Source: an optimization exercise on an open RTL-to-GDS flow (aim: small area, a short achievable clock period and few clock cycles per item). Production flows keep margins and buffers that such runs may drop. The RTL was checked by simulation tests, not by an equivalence proof against the original design. The clock port is modelled as an ideal driver, which makes a skipped or thinned clock tree look cheaper than it is; a real chip needs a root buffer or a tree. Power figures rest on the tool's default switching activity, not on a simulated workload.

Setup of run A:
==> module stackTop, before the edit <==
module stackTop (
    input logic clk,
    input logic arstN,
    input logic req,
    input stackPkg::stackOp_t op,
    input logic [stackPkg::dataW-1:0] value,
    output logic ack,
    output logic [stackPkg::dataW-1:0] topValue,
    output logic stackEmpty
);
    localparam int W = stackPkg::dataW;
    localparam int N = stackPkg::ringN;
    logic [W-1:0] top;
    logic [W-1:0] topOut;
    logic [W-1:0] second;
    logic [W-1:0] ring [0:N-1];
    logic pol;
    logic [3:0] pos;
    logic [3:0] posNext;
    logic [stackPkg::addrW-1:0] depth;
    logic nonEmpty;
    logic exec;
    logic isPush;
    logic isPop;
    logic isAdd;
    logic isSub;
    logic isClear;
    logic shrink;
    logic rotUp;
    logic rotDown;
    logic [W-1:0] third;
    logic [W-1:0] sumR;
    logic [W-1:0] diffR;
    logic [W-1:0] wrData;
    assign exec = req && !ack;
    assign isClear = exec && (op == stackPkg::opClear);
    assign isPush = exec && (op == stackPkg::opPush);
    assign isPop = exec && (op == stackPkg::opPop);
    assign isAdd = exec && (op == stackPkg::opAdd);
    assign isSub = exec && (op == stackPkg::opSub);
    assign shrink = isPop || isAdd || isSub;
    always_comb begin
        third = ({W{pos[0]}} & ring[N-1])
              | ({W{pos[1]}} & ring[0])
              | ({W{pos[2]}} & ring[1])
              | ({W{pos[3]}} & ring[2]);
        third = third ^ {W{pol}};
    end
    always_ff @(posedge clk) begin
        sumR <= second + top;
        diffR <= second - top;
    end
    assign wrData = ~(second ^ {W{pol}});
    always_comb begin
        if (isPush) posNext = rotUp ? pos : {2'b00, pos[3:2]};
        else if (shrink) posNext = rotUp ? {pos[1:0], 2'b00} : pos;
        else posNext = rotUp ? {pos[2:0], 1'b0} : {1'b0, pos[3:1]};
    end
    always_ff @(posedge clk or negedge arstN) begin
        if (!arstN) begin
            ack <= 1'b0;
            depth <= '0;
            nonEmpty <= 1'b0;
            pol <= 1'b0;
            pos <= 4'b0010;
            rotUp <= 1'b1;
            rotDown <= 1'b0;
        end else begin
            if (exec) ack <= 1'b1;
            else if (!req) ack <= 1'b0;
            pol <= !pol;
            pos <= posNext;
            rotUp <= posNext[0] || posNext[1];
            rotDown <= posNext[2] || posNext[3];
            if (isClear) begin
                depth <= '0;
                nonEmpty <= 1'b0;
            end else if (isPush) begin
                depth <= depth + 1'b1;
                nonEmpty <= 1'b1;
            end else if (shrink) begin
                depth <= depth - 1'b1;
                nonEmpty <= (depth != 1);
            end
        end
    end
    always_ff @(posedge clk or negedge arstN) begin
        if (!arstN) begin
            topOut <= '0;
        end else begin
            if (isPush) topOut <= value;
            else if (isPop) topOut <= second;
            else if (isAdd) topOut <= sumR;
            else if (isSub) topOut <= diffR;
        end
    end
    always_ff @(posedge clk) begin
        if (isPush) top <= value;
        else if (isPop) top <= second;
        else if (isAdd) top <= sumR;
        else if (isSub) top <= diffR;
        if (isPush) second <= top;
        else if (shrink) second <= third;
    end
    for (genvar i = 0; i < N; i++) begin : g_ring
        logic [W-1:0] fromBelow;
        logic [W-1:0] fromAbove;
        logic [W-1:0] rotated;
        assign fromBelow = ring[(i + N - 1) % N];
        assign fromAbove = ring[(i + 1) % N];
        assign rotated = ~((fromAbove | {W{rotUp}}) & (fromBelow | {W{rotDown}}));
        if (i == 0 || i == N - 1) begin : g_write
            logic wrHere;
            assign wrHere = isPush && ((i == 0) ? (pos[1] || pos[3]) : (pos[0] || pos[2]));
            always_ff @(posedge clk) begin
                ring[i] <= wrHere ? wrData : rotated;
            end
        end else begin : g_plain
            always_ff @(posedge clk) begin
                ring[i] <= rotated;
            end
        end
    end
    assign topValue = topOut;
    assign stackEmpty = !nonEmpty;
endmodule
Settings: LEC_CHECK=0, ABC_AREA=1, CAP_MARGIN=20, CORE_MARGIN=2, CORE_UTILIZATION=40, SETUP_SLACK_MARGIN=3.8, SLEW_MARGIN=20; clock period 6.0 ns.
standard.sh (not shown) runs the stock make flow with config.mk's settings and CLKGATE_MAP_FILE= SYNTH_SCRIPT=/design/flow/synth_recipe.tcl, a recipe that flattens the netlist after the stock synthesis.
==> flow/flow/run.sh <==
#!/bin/bash
# The standard layout (the standard.sh, standard synthesis unchanged), with these
# changes to how the layout is made:
# - port buffers are buf_4 cells; by default buffer_ports picks clkdlybuf4s50_1, a delay
#   cell of about 0.5 ns that repair_timing never swaps out on the input side;
# - clock tree: clkbuf_16 only, sink clusters of up to 30 flip-flops within 80 um, and no
#   dummy loads;
# - after CTS, noroot.tcl removes the tree's root buffer, which only fans out to the 4
#   buffers of the next level: the clock port drives those 4 pins directly.
# Each tool's full output goes to a log in the work folder (standard_cts.log,
# noroot.log, standard_finish.log); ORFS's per-step logs stay under orfs/logs/.
set -euo pipefail
CTS="-sink_clustering_enable -repair_clock_nets -buf_list sky130_fd_sc_hd__clkbuf_16"
CTS="$CTS -dont_use_dummy_load -sink_clustering_size 30 -sink_clustering_max_diameter 80"
ARGS=("CTS_ARGS=$CTS" "BUFFER_PORTS_ARGS=-buffer_cell sky130_fd_sc_hd__buf_4")
bash standard.sh "${ARGS[@]}" cts > standard_cts.log 2>&1
R="$PWD/orfs/results/$FLOW_PLATFORM/stackTop/base"
IN_ODB="$R/4_cts.odb" OUT_ODB="$R/4_cts.odb" openroad -no_init -exit flow/noroot.tcl > noroot.log 2>&1
bash standard.sh "${ARGS[@]}" finish > standard_finish.log 2>&1
==> flow/flow/noroot.tcl <==
read_db $::env(IN_ODB)
set block [ord::get_db_block]
set clkNet [$block findNet clk]
set rootInst ""
foreach it [$clkNet getITerms] { set rootInst [$it getInst] }
set nLoads [llength [$clkNet getITerms]]
if {$nLoads != 1} { puts "noroot: clk feeds $nLoads pins, left as it is"; write_db $::env(OUT_ODB); exit 0 }
set master [[$rootInst getMaster] getName]
set outNet ""
foreach it [$rootInst getITerms] { if {[$it isOutputSignal]} { set outNet [$it getNet] } }
set loads {}
foreach it [$outNet getITerms] { if {[$it getInst] ne $rootInst} { lappend loads $it } }
if {[llength $loads] > 4 || ![string match "*clkbuf*" $master]} {
  puts "noroot: root $master drives [llength $loads] pins, left as it is"; write_db $::env(OUT_ODB); exit 0
}
puts "noroot: removing [$rootInst getName] ($master), clk now drives [llength $loads] pins"
foreach it $loads { $it disconnect; $it connect $clkNet }
foreach it [$rootInst getITerms] { $it disconnect }
odb::dbInst_destroy $rootInst
odb::dbNet_destroy $outNet
write_db $::env(OUT_ODB)
Testbench counts of run A, summed over its fixed seeds: cycles 24,000, items 12,000.
Input changes introduced in run B (baseline for comparison: run A):
--- a/flow/design.v
+++ b/flow/design.v
@@ -24,8 +24,10 @@
     localparam int W = stackPkg::dataW;
     localparam int N = stackPkg::ringN;
     logic [W-1:0] top;
     logic [W-1:0] topOut;
+    logic [W-1:0] topNext;
+    logic topLoad;
     logic [W-1:0] second;
     logic [W-1:0] ring [0:N-1];
     logic pol;
     logic [3:0] pos;
@@ -38,8 +40,11 @@
     logic isAdd;
     logic isSub;
     logic isClear;
     logic shrink;
+    logic pendPush;
+    logic pendShrink;
+    logic pendClear;
     logic rotUp;
     logic rotDown;
     logic [W-1:0] third;
     logic [W-1:0] sumR;
@@ -64,10 +69,10 @@
         diffR <= second - top;
     end
     assign wrData = ~(second ^ {W{pol}});
     always_comb begin
-        if (isPush) posNext = rotUp ? pos : {2'b00, pos[3:2]};
-        else if (shrink) posNext = rotUp ? {pos[1:0], 2'b00} : pos;
+        if (pendPush) posNext = rotUp ? pos : {2'b00, pos[3:2]};
+        else if (pendShrink) posNext = rotUp ? {pos[1:0], 2'b00} : pos;
         else posNext = rotUp ? {pos[2:0], 1'b0} : {1'b0, pos[3:1]};
     end
     always_ff @(posedge clk or negedge arstN) begin
         if (!arstN) begin
@@ -77,42 +82,39 @@
             pol <= 1'b0;
             pos <= 4'b0010;
             rotUp <= 1'b1;
             rotDown <= 1'b0;
+            pendPush <= 1'b0;
+            pendShrink <= 1'b0;
+            pendClear <= 1'b0;
         end else begin
             if (exec) ack <= 1'b1;
             else if (!req) ack <= 1'b0;
             pol <= !pol;
             pos <= posNext;
             rotUp <= posNext[0] || posNext[1];
             rotDown <= posNext[2] || posNext[3];
-            if (isClear) begin
-                depth <= '0;
-                nonEmpty <= 1'b0;
-            end else if (isPush) begin
-                depth <= depth + 1'b1;
-                nonEmpty <= 1'b1;
-            end else if (shrink) begin
-                depth <= depth - 1'b1;
-                nonEmpty <= (depth != 1);
-            end
+            pendPush <= isPush;
+            pendShrink <= shrink;
+            pendClear <= isClear;
+            if (pendClear) depth <= '0;
+            else if (pendPush) depth <= depth + 1'b1;
+            else if (pendShrink) depth <= depth - 1'b1;
+            if (isClear) nonEmpty <= 1'b0;
+            else if (isPush) nonEmpty <= 1'b1;
+            else if (shrink) nonEmpty <= (depth != 1);
         end
     end
-    always_ff @(posedge clk or negedge arstN) begin
-        if (!arstN) begin
-            topOut <= '0;
-        end else begin
-            if (isPush) topOut <= value;
-            else if (isPop) topOut <= second;
-            else if (isAdd) topOut <= sumR;
-            else if (isSub) topOut <= diffR;
-        end
+    assign topLoad = isPush || isPop || isAdd || isSub;
+    always_comb begin
+        topNext = value;
+        if (isPop) topNext = second;
+        else if (isAdd) topNext = sumR;
+        else if (isSub) topNext = diffR;
     end
     always_ff @(posedge clk) begin
-        if (isPush) top <= value;
-        else if (isPop) top <= second;
-        else if (isAdd) top <= sumR;
-        else if (isSub) top <= diffR;
+        top <= topLoad ? topNext : topOut;
+        topOut <= topLoad ? topNext : top;
         if (isPush) second <= top;
         else if (shrink) second <= third;
     end
     for (genvar i = 0; i < N; i++) begin : g_ring
- The higher area growth from synthesis to layout of run A and run B is in run A.
- Any difference in clock-pin slew on the worst setup and hold paths between run A and run B is small enough to ignore.
- Looking only at maximum frequency, and setting everything else aside, the lower value of run A and run B goes to run A.
- For summed area of non-filler cells in the final layout, run A and run B come out practically identical.
- Sequential cell count across run A and run B: no real change.
- [compare] base=run A new=run B: placed standard-cell area increased about 0.3%; complex-gate fraction of the synthesized area decreased 0.15 points; internal power consumption decreased 44%; register-to-register slack essentially unchanged.
- Going from run A to run B, die outline height now sits higher; clock network latency to the later pin of the worst-skew pair saw an increase; critical path depth in cells has decreased.
- Run B vs run A — part of the total power dissipated in the clock network rose 16 points.
- Higher number of detailed-route iterations in the first pass among run A and run B: run A
Testbench counts of run B, summed over its fixed seeds: cycles 24,000, items 12,000.

* * *

Another version of the RTL of stackTop (not shown whole).
Size: about 2700 cells after synthesis, about 1000 flip-flops, roughly 24 I/O pins, ~31000 sq um of cells after synthesis.
==> module stackTop, before the edit <==
module stackTop (
    input logic clk,
    input logic arstN,
    input logic req,
    input stackPkg::stackOp_t op,
    input logic [stackPkg::dataW-1:0] value,
    output logic ack,
    output logic [stackPkg::dataW-1:0] topValue,
    output logic stackEmpty
);
    localparam int W = stackPkg::dataW;
    localparam int N = stackPkg::ringN;
    logic [W-1:0] top;
    logic [W-1:0] second;
    logic [W-1:0] ring [0:N-1];
    logic pol;
    logic [3:0] pos;
    logic [3:0] posNext;
    logic [stackPkg::addrW-1:0] depth;
    logic nonEmpty;
    logic exec;
    logic isPush;
    logic isPop;
    logic isAdd;
    logic isSub;
    logic isClear;
    logic shrink;
    logic rotUp;
    logic rotDown;
    logic [W-1:0] third;
    logic [W-1:0] sumR;
    logic [W-1:0] diffR;
    logic [W-1:0] wrData;
    assign exec = req && !ack;
    assign isClear = exec && (op == stackPkg::opClear);
    assign isPush = exec && (op == stackPkg::opPush);
    assign isPop = exec && (op == stackPkg::opPop);
    assign isAdd = exec && (op == stackPkg::opAdd);
    assign isSub = exec && (op == stackPkg::opSub);
    assign shrink = isPop || isAdd || isSub;
    always_comb begin
        third = ({W{pos[0]}} & ring[N-1])
              | ({W{pos[1]}} & ring[0])
              | ({W{pos[2]}} & ring[1])
              | ({W{pos[3]}} & ring[2]);
        third = third ^ {W{pol}};
    end
    always_ff @(posedge clk) begin
        sumR <= second + top;
        diffR <= second - top;
    end
    assign wrData = ~(second ^ {W{pol}});
    always_comb begin
        if (isPush) posNext = rotUp ? pos : {2'b00, pos[3:2]};
        else if (shrink) posNext = rotUp ? {pos[1:0], 2'b00} : pos;
        else posNext = rotUp ? {pos[2:0], 1'b0} : {1'b0, pos[3:1]};
    end
    always_ff @(posedge clk or negedge arstN) begin
        if (!arstN) begin
            ack <= 1'b0;
            depth <= '0;
            nonEmpty <= 1'b0;
            pol <= 1'b0;
            pos <= 4'b0010;
            rotUp <= 1'b1;
            rotDown <= 1'b0;
        end else begin
            if (exec) ack <= 1'b1;
            else if (!req) ack <= 1'b0;
            pol <= !pol;
            pos <= posNext;
            rotUp <= posNext[0] || posNext[1];
            rotDown <= posNext[2] || posNext[3];
            if (isClear) begin
                depth <= '0;
                nonEmpty <= 1'b0;
            end else if (isPush) begin
                depth <= depth + 1'b1;
                nonEmpty <= 1'b1;
            end else if (shrink) begin
                depth <= depth - 1'b1;
                nonEmpty <= (depth != 1);
            end
        end
    end
    always_ff @(posedge clk) begin
        if (isPush) top <= value;
        else if (isPop) top <= second;
        else if (isAdd) top <= sumR;
        else if (isSub) top <= diffR;
        if (isPush) second <= top;
        else if (shrink) second <= third;
    end
    for (genvar i = 0; i < N; i++) begin : g_ring
        logic [W-1:0] fromBelow;
        logic [W-1:0] fromAbove;
        logic [W-1:0] rotated;
        assign fromBelow = ring[(i + N - 1) % N];
        assign fromAbove = ring[(i + 1) % N];
        assign rotated = ~((fromAbove | {W{rotUp}}) & (fromBelow | {W{rotDown}}));
        if (i == 0 || i == N - 1) begin : g_write
            logic wrHere;
            assign wrHere = isPush && ((i == 0) ? (pos[1] || pos[3]) : (pos[0] || pos[2]));
            always_ff @(posedge clk) begin
                ring[i] <= wrHere ? wrData : rotated;
            end
        end else begin : g_plain
            always_ff @(posedge clk) begin
                ring[i] <= rotated;
            end
        end
    end
    assign topValue = top;
    assign stackEmpty = !nonEmpty;
endmodule
export LEC_CHECK = 0
export ABC_AREA = 1
export CAP_MARGIN = 20
export CORE_MARGIN = 2
export CORE_UTILIZATION = 40
export SETUP_SLACK_MARGIN = 3.8
export SLEW_MARGIN = 20
create_clock -name core_clock -period 6.0 [get_ports {clk}]
==> flow/flow/run.sh <==
#!/bin/bash
set -euo pipefail
CTS="-sink_clustering_enable -repair_clock_nets -buf_list sky130_fd_sc_hd__clkbuf_16"
CTS="$CTS -dont_use_dummy_load -sink_clustering_size 30 -sink_clustering_max_diameter 80"
bash standard.sh "CTS_ARGS=$CTS" \
  "BUFFER_PORTS_ARGS=-buffer_cell sky130_fd_sc_hd__buf_4" finish > standard.log 2>&1
The baseline finished with timing, DRC and antenna clean.
Testbench counts at the start, summed over its fixed seeds: cycles 24,000, items 12,000.
==> next run, changes <==
--- a/flow/design.v
+++ b/flow/design.v
@@ -24,6 +24,9 @@
     localparam int W = stackPkg::dataW;
     localparam int N = stackPkg::ringN;
     logic [W-1:0] top;
+    logic [W-1:0] topOut;
+    logic [W-1:0] topNext;
+    logic topLoad;
     logic [W-1:0] second;
     logic [W-1:0] ring [0:N-1];
     logic pol;
@@ -38,6 +41,9 @@
     logic isSub;
     logic isClear;
     logic shrink;
+    logic pendPush;
+    logic pendShrink;
+    logic pendClear;
     logic rotUp;
     logic rotDown;
     logic [W-1:0] third;
@@ -64,8 +70,8 @@
     end
     assign wrData = ~(second ^ {W{pol}});
     always_comb begin
-        if (isPush) posNext = rotUp ? pos : {2'b00, pos[3:2]};
-        else if (shrink) posNext = rotUp ? {pos[1:0], 2'b00} : pos;
+        if (pendPush) posNext = rotUp ? pos : {2'b00, pos[3:2]};
+        else if (pendShrink) posNext = rotUp ? {pos[1:0], 2'b00} : pos;
         else posNext = rotUp ? {pos[2:0], 1'b0} : {1'b0, pos[3:1]};
     end
     always_ff @(posedge clk or negedge arstN) begin
@@ -77,6 +83,9 @@
             pos <= 4'b0010;
             rotUp <= 1'b1;
             rotDown <= 1'b0;
+            pendPush <= 1'b0;
+            pendShrink <= 1'b0;
+            pendClear <= 1'b0;
         end else begin
             if (exec) ack <= 1'b1;
             else if (!req) ack <= 1'b0;
@@ -84,23 +93,27 @@
             pos <= posNext;
             rotUp <= posNext[0] || posNext[1];
             rotDown <= posNext[2] || posNext[3];
-            if (isClear) begin
-                depth <= '0;
-                nonEmpty <= 1'b0;
-            end else if (isPush) begin
-                depth <= depth + 1'b1;
-                nonEmpty <= 1'b1;
-            end else if (shrink) begin
-                depth <= depth - 1'b1;
-                nonEmpty <= (depth != 1);
-            end
+            pendPush <= isPush;
+            pendShrink <= shrink;
+            pendClear <= isClear;
+            if (pendClear) depth <= '0;
+            else if (pendPush) depth <= depth + 1'b1;
+            else if (pendShrink) depth <= depth - 1'b1;
+            if (isClear) nonEmpty <= 1'b0;
+            else if (isPush) nonEmpty <= 1'b1;
+            else if (shrink) nonEmpty <= (depth != 1);
         end
     end
+    assign topLoad = isPush || isPop || isAdd || isSub;
+    always_comb begin
+        topNext = value;
+        if (isPop) topNext = second;
+        else if (isAdd) topNext = sumR;
+        else if (isSub) topNext = diffR;
+    end
     always_ff @(posedge clk) begin
-        if (isPush) top <= value;
-        else if (isPop) top <= second;
-        else if (isAdd) top <= sumR;
-        else if (isSub) top <= diffR;
+        top <= topLoad ? topNext : topOut;
+        topOut <= topLoad ? topNext : top;
         if (isPush) second <= top;
         else if (shrink) second <= third;
     end
@@ -123,6 +136,6 @@
             end
         end
     end
-    assign topValue = top;
+    assign topValue = topOut;
     assign stackEmpty = !nonEmpty;
 endmodule
Result:
- die area grows slightly
- cell area increases slightly
- worst hold slack is better by 0.015 ns
- routed wire length is higher slightly
- global-route usage goes up by 0.16 points
Testbench counts after the change, summed over its fixed seeds: cycles 24,000, items 12,000.

-- separate check: timing with driven ports --
The results above use ideal ports. As a check the final layouts listed here were re-extracted and re-timed, cells and wires unchanged.
Step 1 sets driving cells, clkbuf_16 on the clock port and buf_2 on the other inputs (assumed; they add their load-dependent delay and slew).
Step 2, shift: input delay + t, output delay - t, t = (earliest + latest rising clock arrival at the registers) / 2. This alone moves slack from input paths to output paths.
a / b / c = ideal ports / drivers / drivers and shift; a / b = the first two.
| run | t, ns | setup WS [ns] | worst register clock-pin slew, ns | worst data-port slew with drivers (ns) |
|---|---|---|---|---|
| run A | 0.506 | 3.853 / 3.750 / 3.443 | 0.11 / 0.11 | 0.04 |
| run B | 0.522 | 3.871 / 3.745 / 3.559 | 0.11 / 0.11 | 0.04 |
| the first run of note 2 | 0.617 | 3.613 / 3.552 / 3.351 | 0.11 / 0.11 | 0.06 |
| the second run of note 2 | 0.647 | 3.693 / 3.629 / 3.382 | 0.12 / 0.12 | 0.04 |
After both steps every run listed still meets setup and hold. The setup slack of run A, which loses most, moves by -0.103 ns with the drivers and by -0.410 ns with both steps.
